Context: an optimization exercise on an open-source flow, tuned for small area, a short achievable clock period and few clock cycles. The choices shown serve that exercise and are no tape-out recipe.
The RTL was checked by simulation tests, not by an equivalence proof against the original design.
Power figures rest on the tool's default switching activity, not on a simulated workload.

$ cat design/flow/run.sh
#!/bin/bash
# synth_recipe.tcl (not shown) runs the flow's synth.tcl, then flattens the netlist and writes it again
# the make line also repeats each setting of config.mk as NAME=value (left out here)
make -C /OpenROAD-flow-scripts/flow DESIGN_CONFIG=/design/flow/config.mk WORK_HOME=/design/flow/orfs CLKGATE_MAP_FILE= SYNTH_SCRIPT=/design/flow/synth_recipe.tcl finish
$ cat design/flow/config.mk
export PLATFORM = sky130hd
export DESIGN_NAME = lsu_top
export DESIGN_NICKNAME = lsu_top
export VERILOG_FILES = /design/flow/design.v
export SDC_FILE = /design/flow/constraint.sdc
export NUM_CORES = 4
export LEC_CHECK = 0
export CAP_MARGIN = 20
export CORE_MARGIN = 2
export CORE_UTILIZATION = 45
export PLACE_DENSITY = 0.6
export SLEW_MARGIN = 20
$ cat design/flow/constraint.sdc
create_clock -name core_clock -period 5.0 [get_ports {clk}]
set_input_delay 1.0000 -clock core_clock [delete_from_list [all_inputs] [get_ports {clk}]]
set_output_delay 1.0000 -clock core_clock [all_outputs]
set_load 0.01 [all_outputs]
$ cat design/flow/design.v
    localparam int MEM_BYTES   = 256;              
    localparam int MEM_LATENCY = 1;                
    localparam int MEM_WORDS   = MEM_BYTES / 4;
    localparam int WIDX_W      = $clog2(MEM_WORDS);
    typedef logic [31:0]       word_t;             
    typedef logic [31:0]       addr_t;             
    typedef logic [3:0]        strb_t;             
    typedef logic [WIDX_W-1:0] widx_t;             
    typedef logic [7:0]        lat_cnt_t;          
    typedef enum logic [2:0] {
        op_sw  = 3'b000,
        op_lb  = 3'b001,
        op_lbu = 3'b010,
        op_lh  = 3'b011,
        op_lhu = 3'b100,
        op_lw  = 3'b101,
        op_sb  = 3'b110,
        op_sh  = 3'b111
    } lsu_op_t;
    typedef struct packed {
        lsu_op_t op;
        addr_t   addr;
        word_t   wdata;    
    } lsu_req_t;
    typedef struct packed {
        word_t rdata;      
        logic  err;        
    } lsu_resp_t;
    typedef struct packed {
        addr_t addr;       
    } mem_rd_req_t;
    typedef struct packed {
        addr_t addr;       
        word_t data;       
        strb_t strb;
    } mem_wr_req_t;
    function automatic logic is_store(lsu_op_t op);
        is_store = (op == op_sb) || (op == op_sh) || (op == op_sw);
    endfunction
module lsu_align
(
    input  word_t      w,
    input  logic [1:0] off,
    input  logic [1:0] sz,      
    input  logic       sgn,
    input  logic       ld,
    output word_t      load_data
);
    logic [7:0]  b0;
    logic [7:0]  b1;
    logic        ext;
    word_t       r;
    always_comb begin
        case (off)
            2'd0:    b0 = w[7:0];
            2'd1:    b0 = w[15:8];
            2'd2:    b0 = w[23:16];
            default: b0 = w[31:24];
        endcase
        b1  = off[1] ? w[31:24] : w[15:8];
        ext = sgn && ((sz == 2'd0) ? b0[7] : b1[7]);
        r[7:0]   = b0;
        r[15:8]  = (sz == 2'd0) ? {8{ext}} : b1;
        r[31:16] = (sz == 2'd2) ? w[31:16] : {16{ext}};
        load_data = ld ? r : '0;
    end
endmodule
module lsu_ctrl
(
    input  logic                 rst,
    input  logic                 req_valid,
    input  lsu_req_t             req,
    output logic                 req_ready,
    output logic [MEM_WORDS-1:0] sel,      
    output strb_t                be,       
    output word_t                wd,       
    output logic                 ld,       
    output logic                 mis,      
    output logic [1:0]           sz,       
    output logic                 sgn       
);
    logic [1:0] off;
    logic       st;
    strb_t      mask;
    word_t      lanes;
    assign req_ready = 1'b1;
    assign off       = req.addr[1:0];
    assign st        = is_store(req.op);
    always_comb begin
        case (req.op)
            op_lh, op_lhu, op_sh: mis = off[0];
            op_lw, op_sw:         mis = |off;
            default:              mis = 1'b0;
        endcase
        case (req.op)
            op_lb, op_lbu, op_sb: sz = 2'd0;
            op_lh, op_lhu, op_sh: sz = 2'd1;
            default:              sz = 2'd2;
        endcase
        case (req.op)
            op_sb:   mask = strb_t'(4'b0001 << off);
            op_sh:   mask = strb_t'(4'b0011 << off);
            default: mask = 4'b1111;
        endcase
        case (req.op)
            op_sb:   lanes = {4{req.wdata[7:0]}};
            op_sh:   lanes = {2{req.wdata[15:0]}};
            default: lanes = req.wdata;
        endcase
        sgn = (req.op == op_lb) || (req.op == op_lh);
        ld  = req_valid && !st && !mis;
        for (int i = 0; i < MEM_WORDS; i++)
            sel[i] = rst || (req.addr[WIDX_W+1:2] == widx_t'(i));
        if (rst) begin
            be = 4'b1111;
            wd = '0;
        end else begin
            be = (req_valid && st && !mis) ? mask : 4'b0000;
            wd = lanes;
        end
    end
endmodule
module data_sram
(
    input  logic                 clk,
    input  logic [MEM_WORDS-1:0] sel,
    input  strb_t                be,
    input  word_t                wd,
    output word_t                rd
);
    logic [32*MEM_WORDS-1:0] mem;
    for (genvar w = 0; w < MEM_WORDS; w++) begin : g_word
        for (genvar b = 0; b < 4; b++) begin : g_byte
            always_ff @(posedge clk)
                if (sel[w] && be[b])
                    mem[32*w + 8*b +: 8] <= wd[8*b +: 8];
        end
    end
    always_comb begin
        rd = '0;
        for (int w = 0; w < MEM_WORDS; w++)
            rd = rd | ({32{sel[w]}} & mem[32*w +: 32]);
    end
endmodule
module lsu_top
(
    input  logic      clk,
    input  logic      rst,
    input  logic      req_valid,
    input  lsu_req_t  req,
    output logic      req_ready,
    output logic      resp_valid,
    output lsu_resp_t resp
);
    logic [MEM_WORDS-1:0] sel;
    strb_t      be;
    word_t      wd;
    logic       ld;
    logic       mis;
    logic [1:0] sz;
    logic       sgn;
    word_t      rd;
    word_t      load_data;
    logic       v_q;
    logic       ld_q;
    logic       err_q;
    logic [1:0] off_q;
    logic [1:0] sz_q;
    logic       sgn_q;
    word_t      rd_q;
    lsu_ctrl u_ctrl (
        .rst       (rst),
        .req_valid (req_valid),
        .req       (req),
        .req_ready (req_ready),
        .sel       (sel),
        .be        (be),
        .wd        (wd),
        .ld        (ld),
        .mis       (mis),
        .sz        (sz),
        .sgn       (sgn)
    );
    data_sram u_sram (
        .clk (clk),
        .sel (sel),
        .be  (be),
        .wd  (wd),
        .rd  (rd)
    );
    always_ff @(posedge clk) begin
        if (rst) begin
            v_q  <= 1'b0;
            ld_q <= 1'b0;
        end else begin
            v_q  <= req_valid;
            ld_q <= ld;
        end
        err_q <= mis;
        off_q <= req.addr[1:0];
        sz_q  <= sz;
        sgn_q <= sgn;
        rd_q  <= rd;
    end
    lsu_align u_align (
        .w         (rd_q),
        .off       (off_q),
        .sz        (sz_q),
        .sgn       (sgn_q),
        .ld        (ld_q),
        .load_data (load_data)
    );
    always_ff @(posedge clk) begin
        if (rst)
            resp_valid <= 1'b0;
        else
            resp_valid <= v_q;
        resp.rdata <= load_data;
        resp.err   <= err_q;
    end
endmodule
==> results.txt <==
-- per-layer routing --
layer,part of all wire,GRT usage,vias to the layer above
li1,-,-,23600
met1,0.33,0.598,33500
met2,0.40,0.654,8198
met3,0.17,0.232,2217
met4,0.097,0.377,56
met5,0.0016,0.0224,-
-- layout by cell type, fill, tap and decap left out, types with 44 or more instances in the layout --
master	n
a221oi_1	92
nor3_1	45
a22oi_1	604
buf_4	471
and3_1	81
clkbuf_16	219
nor2_1	367
clkdlybuf4s50_1	71
edfxtp_1	2048
nor2_4	47
mux2i_1	75
dfxtp_1	74
diode_2	51
nand4_1	254
nand3_1	49
a22o_1	113
mux2_2	44
buf_12	130
clkinv_1	47
nand2_1	114
nor4_1	483
-- stage by stage --
step / area, um2 / std cells
detailed placement: 92700 / 8112
global route: 100000 / 8531
global placement: 92600 / 8110
CTS: 100000 / 8520
floorplan: 83100 / 5270
finish: 100000 / 8576
-- cell type report --
cell class | count | area (um2)
Multi-Input combinational cell | 2843 | 19700
Antenna cell | 51 | 128
Fill cell | 14600 | 83000
Sequential cell | 2122 | 63000
Tap cell | 2464 | 3080
Timing Repair Buffer | 683 | 7000
Clock inverter | 146 | 1700
Clock buffer | 262 | 5680
Inverter | 5 | 18.8
-- state kept, by name, summed over array words and instances (netlist names) --
name        count
resp           33
sz_q            2
sgn_q           1
off_q           2
resp_valid      1
u_sram.mem   2048
ld_q            1
rd_q           32
v_q             1
err_q           1
-- power by group --
| part | switching [W] | total (W) | internal [W] |
|---|---|---|---|
| Clock | 0.00730 | 0.0171 | 0.00985 |
| Sequential | 0.00118 | 0.0225 | 0.0214 |
| Combinational | 0.00280 | 0.00369 | 0.000890 |
-- critical path, cell delays in order --
cell and delay (ns):
buf_2 0.77, nor2b_1 0.27, nand3_2 0.78, buf_4 0.34
o2bb2ai_1 0.07, or4_1 0.56, nor4_1 0.41, nand4_1 0.36
buf_12 0.26
-- synthesized netlist by cell type, types with 14 or more instances --
cell and count:
a2111oi_0 28, and3_1 81, mux2i_1 75, a2bb2oi_1 18
nor2b_1 14, o22ai_1 19, a22oi_1 604, nand3b_1 20
nor2_1 416, nand4_1 254, a221oi_1 92, a21boi_0 18
buf_1 42, nand3_1 50, a21oi_1 60, a22o_1 113
clkbuf_1 143, o21ai_0 25, edfxtp_1 2048, o2bb2ai_1 29
a222oi_1 19, mux2_2 44, nor3_1 45, or4_1 32
dfxtp_1 74, o41ai_1 15, buf_2 100, nand2_1 114
nor4_1 484
-- logic make-up (layout without fill, tap and decap cells) --
group,after synthesis,count (layout),share of synthesized area
flip-flops,2122,2122,0.758
AO/OA/AOI/OAI,1129,1129,0.105
multiplexers,120,120,0.0153
other,1,52,0.0000451
XOR/XNOR,1,1,0.000105
AND/OR/NAND/NOR,1592,1592,0.105
buffers and inverters,305,1096,0.0163
-- final timing paths --
path | end | from | cells past startpoint | slack (ns)
hold / removal | resp_valid$_SDFF_PP0_ | v_q$_SDFF_PP0_ | 1 | 0.45
setup reg to reg | rd_q[14]$_DFF_P_ | u_sram.mem[1294]$_DFFE_PP_ | 6 | 2.03
hold reg to reg | resp_valid$_SDFF_PP0_ | v_q$_SDFF_PP0_ | 1 | 0.45
setup / recovery | rd_q[15]$_DFF_P_ | req[34] | 9 | 0.85
==> qor.yml <==
outcome:
  status: "finished clean"
synthesis:
  yosysWarnings: 4
  synth_edf_count: 2048
  synth_nets: 5340
  synth_largest_area_cell: "edfxtp_1"
  syn-cell-area_um2: 83100
  synth_area_per_cell_um2: 15.8
  synth.distinct_cells: 71
  netlist_instances: 5270
  ys.flop_type: "edfxtp_1"
  ys_top_cells_by_area: "edfxtp_1, a22oi_1, nor4_1"
  synth-seq-area-share: 0.758
  synthArstFlopShare: 0
  synth_top_area_frac: 0.740
  ys_ff_latch: 2122
clock_tree:
  cts_tree: "yes"
  cts.path.max_buffers: 3
  cts.sinks: 2122
  clkTransAtPathRegs_ns: 0.06
  cts_root_buffer: "clkbuf_16"
  postCtsSetupRepairBufs: 0
  cts_resized: 0
  htreeDepth: 4
  cts_hold_repair.buffers: 0
  numCtsBuffers: 217
  clk_latency_ns: 0.93
finish:
  fin_util: 0.547
  areaGrowthSynthToFinish_pct: 20.7
  drive_gt1_frac: 0.182
  final_nets: 5942
drt:
  drc: 0
  drt-total-wl_um: 466000
  antenna_left: 0
  viasPerCell: 7.88
  drt_iter0_markers: 16200
  via_count: 67500
  routedWlPerCell_um: 54.3
  first_pass_iters: 9
pwr:
  leakage_nw: 31.4
  vdd_drop_max_uv: 341
  power.total_w: 0.0434
  power.density_nw_per_um2: 432
setup_path:
  critical_path_class: "in -> reg"
  critPathArrivalTime_ns: 4.94
  cp_max_fo: 31
  critPathCaptureType: "register"
  critPathLaunchType: "input port"
  critical_path_required_ns: 5.79
floorplan:
  ioPinCount: 105
  core_area_um2: 183000
  die_h_um: 434
  die_area_um2: 188000
  start_util: 0.453
  num_rows: 157
  die_w_um: 434
global_routing:
  grt_pass1_wl_um: 589000
  grt_pass1_vias: 60100
  antenna_found_initial: 50
  grt_max_degree: 65
  grtUsageTotal: 0.487
  grt_overflow: 0
sta:
  timing.final.crit_share: 0.830
  setup_ws_ns: 0.852
  setup_viol: 0
  finalHoldWorstSlack_ns: 0.453
  fmax_mhz: 241
  final_hold_viol_count: 0
  slew_violations: 0
  fin_skew_ns: 0.0381
  max_slew_margin: 0.141
  fin_crit_ns: 4.15
  rsz0062_at_grt: "no"
  max_slew.worst_pin.slew_ns: 1.29
  setup_tns_ns: 0
placement:
  routabilityCongestion: 1.06
  hpwl_um: 299000
  detailedPlace.worstSlack_ns: 0.389
  numPortBuffers: 79
job:
  maxCapViolCount: 0
worst_hold_path:
  hold_class: "reg -> reg"
Testbench counts, summed over its fixed seeds: cycles 12,016.

## static timing again, ports no longer ideal
The results above use ideal ports. As a check the final layout listed here was re-extracted and re-timed, cells and wires unchanged.
Step 1 (the two cells are an assumption about what drives the block):
set clk [get_ports {clk}]
set_driving_cell -lib_cell sky130_fd_sc_hd__clkbuf_16 $clk
set_driving_cell -lib_cell sky130_fd_sc_hd__buf_2 [delete_from_list [all_inputs] $clk]
Step 2 also shifts input and output timing later by t, the mid clock arrival at the registers, as if the neighbouring blocks saw the same clock.
Slacks: ideal / step 1 / step 2; pairs: ideal / step 1.
shift t [ns]: 1.009
setup slack, ns: 0.852 / 0.935 / -0.074
hold WS [ns]: 0.453 / 0.453 / 0.453
worst setup path after step 2: input to register
With both steps, setup timing fails in this run, where it was met with ideal ports. For this run, drivers alone change the setup slack by +0.083 ns; drivers and shift together by -0.926 ns.
